What follows belongs to an exercise in optimizing a design on an open flow for small area, a short achievable clock period and few clock cycles per item; a production flow would make more cautious choices.
RTL that was checked went through simulation tests only; none was proved equivalent to the original.

## fft_top
module fft_top (
	input  logic             i_clk,
	input  logic             i_arst_n,
	input  logic             i_in_valid,
	output logic             o_in_ready,
	input  fft_pkg::sample_t i_in_re,
	input  fft_pkg::sample_t i_in_im,
	output logic             o_out_valid,
	input  logic             i_out_ready,
	output fft_pkg::sample_t o_out_re,
	output fft_pkg::sample_t o_out_im,
	output logic             o_out_last
);
	localparam fft_pkg::addr_t LAST = fft_pkg::addr_t'(16 - 1);
	localparam fft_pkg::addr_t LB   = fft_pkg::addr_t'(fft_pkg::LAT_B);
	localparam fft_pkg::addr_t EARLY = fft_pkg::addr_t'(10);
	fft_pkg::addr_t wcnt;
	logic           wpar;
	logic           avail;      
	logic           in_rdy;
	fft_pkg::addr_t pos;        
	logic           rpar;
	logic           adv;        
	logic [2:0]     sc;         
	logic           cur_data;   
	logic           ft_a, ft_b, ft_c;  
	logic           skid_full_next;
	fft_pkg::addr_t ra_n;       
	logic [16-1:0] rsel, rsel_n;  
	logic           take, wdone, boundary, data_now, rdone, start, early, have;
	fft_pkg::addr_t pos_rev;
	logic           push;
	fft_pkg::addr_t wcnt_n, pos_n;
	logic           wpar_n, rpar_n, avail_n, cur_data_n;
	logic           ft_a_n, ft_b_n, ft_c_n;
	logic [2:0]     sc_n;
	logic           active_n, adv_n, reading_n, in_rdy_n, empty;
	logic           av0, av1, adv0, adv1, rdy0, rdy1;
	fft_pkg::addr_t wa_n;
	logic [16-1:0] wsel, wsel_n;  
	logic           ev, ev_n, ex_last, ex_last_n;
	always_comb begin
		take     = i_in_valid & in_rdy;
		wdone    = take & (wcnt == LAST);
		boundary = (pos == '0);
		early = ~avail & (wcnt >= EARLY);
		for (int i = 0; i < 4; i++) begin
			pos_rev[i] = pos[4-1-i];
		end
  ...
Size in the first run: roughly 7500 cells after synthesis, roughly 71 I/O pins, about 80000 sq um of cells after synthesis.
Settings: LEC_CHECK=0, ABC_AREA=1, CAP_MARGIN=20, CORE_MARGIN=2, CORE_UTILIZATION=50, SLEW_MARGIN=20; clock period 13.5 ns.
standard.sh (not shown) runs the stock make flow with config.mk's settings and CLKGATE_MAP_FILE= SYNTH_SCRIPT=/design/flow/synth_recipe.tcl, a recipe that flattens the netlist after the stock synthesis.
==> flow/flow/run.sh <==
#!/bin/bash
# Standard layout, with the timing repair aiming for more setup slack than
# the clock period needs.
set -e
cd "$(dirname "$0")/.."
export SETUP_SLACK_MARGIN=9.5
bash standard.sh > standard.log 2>&1
The starting point produced a clean layout.
Testbench counts at the start, summed over its fixed seeds: cycles 1,296, frames 64.
Rerun with:
Settings changed: ABC_AREA 1 to default, CTS_CLUSTER_DIAMETER from default to 100, CTS_CLUSTER_SIZE from default to 20.
Setup slack improved by 0.056 ns.
Utilization came out lower by 1.3 points.
Area after synthesis decreases by 2.1%.
Via count went down by 11%.
Cell area fell by 4.0%.
Rerun with:
--- a/flow/flow/run.sh
+++ b/flow/flow/run.sh
@@ -4,4 +4,4 @@
 set -e
 cd "$(dirname "$0")/.."
-export SETUP_SLACK_MARGIN=9.5
+export SETUP_SLACK_MARGIN=9.2
 bash standard.sh > standard.log 2>&1
Settings changed: CORE_UTILIZATION 50 to 60, CTS_CLUSTER_DIAMETER 100 to default, CTS_CLUSTER_SIZE 20 to default.
The changed run ran to the end with no violations.
Cell area rises by 0.65%.
Non-clock buffer count falls by 91.
Synthesized cell count stays the same.
Area after synthesis does not change.
Rerun with:
--- a/flow/flow/run.sh
+++ b/flow/flow/run.sh
@@ -4,4 +4,4 @@
 set -e
 cd "$(dirname "$0")/.."
-export SETUP_SLACK_MARGIN=9.2
+export SETUP_SLACK_MARGIN=9.5
 bash standard.sh > standard.log 2>&1
Settings changed: CORE_UTILIZATION 60 to 50.
The changed run completed without violations.
First-iteration DRC count grows by 10%.
Count of clock-buffer cells in the layout grows by 14.
Final cell count grows by 5.1%.
Setup slack gains 0.18 ns.
Via count grows by 1.9%.
Maximum frequency grows by 4.4%.
Wire length grows by 4.6%.
Non-clock buffer count grows by 92.
Hold slack gains 0.023 ns.


## job 103
Another version of the RTL of fft_top (not shown whole).
Size in the first run: roughly 7600 cells after synthesis, ~1500 flip-flops, roughly 79000 sq um of cells after synthesis.
==> flow/config.mk <==
export PLATFORM = sky130hd
export DESIGN_NAME = fft_top
export DESIGN_NICKNAME = fft_top
export VERILOG_FILES = /design/flow/design.v
export SDC_FILE = /design/flow/constraint.sdc
export NUM_CORES = 4
export LEC_CHECK = 0
export ABC_AREA = 1
export CAP_MARGIN = 20
export CORE_MARGIN = 2
export CORE_UTILIZATION = 50
export SLEW_MARGIN = 20
==> flow/constraint.sdc <==
create_clock -name core_clock -period 13.5 [get_ports {i_clk}]
set_input_delay 2.7000 -clock core_clock [delete_from_list [all_inputs] [get_ports {i_clk}]]
set_output_delay 2.7000 -clock core_clock [all_outputs]
set_load 0.01 [all_outputs]
==> flow/flow/run.sh <==
#!/bin/bash
# Standard layout, with the timing repair aiming for more setup slack than
# the clock period needs.
set -e
cd "$(dirname "$0")/.."
export SETUP_SLACK_MARGIN=9.5
bash standard.sh > standard.log 2>&1
Job 103 completed every stage of the flow, and the final layout passed the timing, design-rule and antenna checks.
Testbench counts of job 103, summed over its fixed seeds: cycles 1,344, frames 64.
Setup changes, job 103 to job 105
# job 103
export LEC_CHECK = 0
export ABC_AREA = 1
export CAP_MARGIN = 20
export CORE_MARGIN = 2
export CORE_UTILIZATION = 50
export SLEW_MARGIN = 20
create_clock -name core_clock -period 13.5 [get_ports {i_clk}]
# job 105
export LEC_CHECK = 0
export CAP_MARGIN = 20
export CORE_MARGIN = 2
export CORE_UTILIZATION = 50
export SLEW_MARGIN = 20
create_clock -name core_clock -period 13.5 [get_ports {i_clk}]
## What came out
Compared with job 103, in job 105 total half-perimeter wirelength after legalization and detailed placement now sits lower, number of cells in the finished layout apart from fillers now sits lower.
The run with more routed wire is job 103, not job 105.


## v6
Another version of the RTL of fft_top (not shown whole).
Size: about 6300 cells after synthesis, about 1500 flip-flops, roughly 71 I/O pins.
==> flow/design.v (excerpt) <==
module fft_top (
	input  logic             i_clk,
	input  logic             i_arst_n,
	input  logic             i_in_valid,
	output logic             o_in_ready,
	input  fft_pkg::sample_t i_in_re,
	input  fft_pkg::sample_t i_in_im,
	output logic             o_out_valid,
	input  logic             i_out_ready,
	output fft_pkg::sample_t o_out_re,
	output fft_pkg::sample_t o_out_im,
	output logic             o_out_last
);
==> flow/config.mk <==
export PLATFORM = sky130hd
export DESIGN_NAME = fft_top
export DESIGN_NICKNAME = fft_top
export VERILOG_FILES = /design/flow/design.v
export SDC_FILE = /design/flow/constraint.sdc
export NUM_CORES = 4
export LEC_CHECK = 0
export CAP_MARGIN = 20
export CORE_MARGIN = 2
export CORE_UTILIZATION = 30
export SLEW_MARGIN = 20
==> flow/constraint.sdc <==
create_clock -name core_clock -period 13.5 [get_ports {i_clk}]
set_input_delay 2.7000 -clock core_clock [delete_from_list [all_inputs] [get_ports {i_clk}]]
set_output_delay 2.7000 -clock core_clock [all_outputs]
set_load 0.01 [all_outputs]
==> flow/flow/run.sh <==
#!/bin/bash
# Standard layout, with the timing repair aiming for more setup slack than
# the clock period needs.
set -e
cd "$(dirname "$0")/.."
export SETUP_SLACK_MARGIN=8
bash standard.sh > standard.log 2>&1
Input changes introduced in v7 (baseline for comparison: v6):
--- a/flow/flow/run.sh
+++ b/flow/flow/run.sh
@@ -4,4 +4,4 @@
 set -e
 cd "$(dirname "$0")/.."
-export SETUP_SLACK_MARGIN=8
+export SETUP_SLACK_MARGIN=9.5
 bash standard.sh > standard.log 2>&1
Results
Per the final summary, v7 finished and its layout is clean on timing, DRC and antenna.
v7 leaves more setup margin than v6.
Per the comparison of v7 with v6, final non-filler cell area went up; maximum clock rate went up; clock-buffer cell count went down; global routing usage summed across all routing layers went up.
From v6 to v7 the numbers moved as follows: routed length per placed instance higher, final critical path time including I/O delays and setup lower, post-DP HPWL higher, proportion of cell area spent on the clock network lower.
Function was not checked in any run of this note: the RTL went through the layout flow alone.


RTL: one of the versions met above, not the one the previous note started from.
For scale: about 1500 flip-flops, ~71 I/O pins, ~77000 µm² of cells after synthesis.
==> flow/config.mk <==
export PLATFORM = sky130hd
export DESIGN_NAME = fft_top
export DESIGN_NICKNAME = fft_top
export VERILOG_FILES = /design/flow/design.v
export SDC_FILE = /design/flow/constraint.sdc
export NUM_CORES = 4
export LEC_CHECK = 0
export CAP_MARGIN = 20
export CORE_MARGIN = 2
export CORE_UTILIZATION = 50
export SLEW_MARGIN = 20
==> flow/constraint.sdc <==
create_clock -name core_clock -period 13.5 [get_ports {i_clk}]
set_input_delay 2.7000 -clock core_clock [delete_from_list [all_inputs] [get_ports {i_clk}]]
set_output_delay 2.7000 -clock core_clock [all_outputs]
set_load 0.01 [all_outputs]
==> flow/flow/run.sh <==
#!/bin/bash
# Standard layout, with the timing repair aiming for more setup slack than
# the clock period needs.
set -e
cd "$(dirname "$0")/.."
export SETUP_SLACK_MARGIN=10.5
bash standard.sh > standard.log 2>&1
Testbench counts at the start, summed over its fixed seeds: cycles 1,344, frames 64.
==> next run, changes <==
--- a/flow/flow/run.sh
+++ b/flow/flow/run.sh
@@ -4,4 +4,4 @@
 set -e
 cd "$(dirname "$0")/.."
-export SETUP_SLACK_MARGIN=10.5
+export SETUP_SLACK_MARGIN=9.5
 bash standard.sh > standard.log 2>&1
- CORE_UTILIZATION: 50 -> 30
Wire length went down by 9.6%.
Flip-flop and latch count is unchanged.
Utilization decreases by 28 points.
Clock skew barely changes.


Another version of the RTL of fft_top (not shown whole).
For scale: ~6,100 cells after synthesis, ~1,500 flip-flops, ~0.079 mm2 of cells after synthesis.
export LEC_CHECK = 0
export CAP_MARGIN = 20
export CORE_MARGIN = 2
export CORE_UTILIZATION = 50
export SLEW_MARGIN = 20
create_clock -name core_clock -period 13.5 [get_ports {i_clk}]
==> flow/flow/run.sh <==
#!/bin/bash
# Standard layout, with the timing repair aiming for more setup slack than
# the clock period needs.
set -e
cd "$(dirname "$0")/.."
export SETUP_SLACK_MARGIN=9.5
bash standard.sh > standard.log 2>&1
Edit:
--- a/flow/flow/run.sh
+++ b/flow/flow/run.sh
@@ -6 +6 @@
-export SETUP_SLACK_MARGIN=9.5
+export SETUP_SLACK_MARGIN=9.2
Settings changed: CORE_UTILIZATION 50 to 60.
Design area fell by 3.2%.
Global-route usage grows by 4.3 points.
Clock-buffer cell count falls by 19.
No functional check of the RTL was part of any run of this note.

[re-timing with driven ports]
In the flow no input, the clock included, has a driving cell. The finished layouts below were timed again as built, in two steps.
Step 1: set_driving_cell puts a clkbuf_16 on i_clk and a buf_2 on each other input, an assumption about the parent block.
Step 2, shift: input delay + t, output delay - t, t = (earliest + latest rising clock arrival at the registers) / 2. This alone moves slack from input paths to output paths.
Three values: no drivers, after step 1, after step 2; two values: the first two.
run	t, ns	setup slack, ns	worst setup path after step 2	worst register clock-pin slew, ns	cell pins on the clock port's net
the first run of note 1	0.887	9.397 / 9.314 / 8.777	input to register	0.07 / 0.07	1
the second run of note 1	0.809	9.453 / 9.374 / 8.974	input to register	0.10 / 0.10	1
the third run of note 1	0.853	9.238 / 9.205 / 8.724	input to register	0.07 / 0.07	1
the fourth run of note 1	0.873	9.419 / 9.344 / 8.970	input to register	0.06 / 0.06	1
job 103	0.867	9.161 / 9.161 / 8.826	input to register	0.07 / 0.07	1
job 105	0.868	9.125 / 9.125 / 8.967	input to register	0.06 / 0.06	1
v6	0.879	8.229 / 8.229 / 8.077	input to register	0.07 / 0.07	1
v7	0.893	8.783 / 8.783 / 8.783	register to register	0.07 / 0.07	1
the first run of note 4	0.873	9.078 / 9.078 / 9.078	register to register	0.07 / 0.07	1
the second run of note 4	0.877	9.015 / 9.015 / 8.934	input to register	0.07 / 0.07	1
the first run of note 5	0.885	9.312 / 9.236 / 8.849	input to register	0.07 / 0.07	1
the second run of note 5	0.857	9.278 / 9.204 / 8.775	input to register	0.07 / 0.07	1
After both steps setup and hold are still met in every run listed. The setup slack of the first run of note 1, which loses most, moves by -0.083 ns with the drivers and by -0.620 ns with both steps.
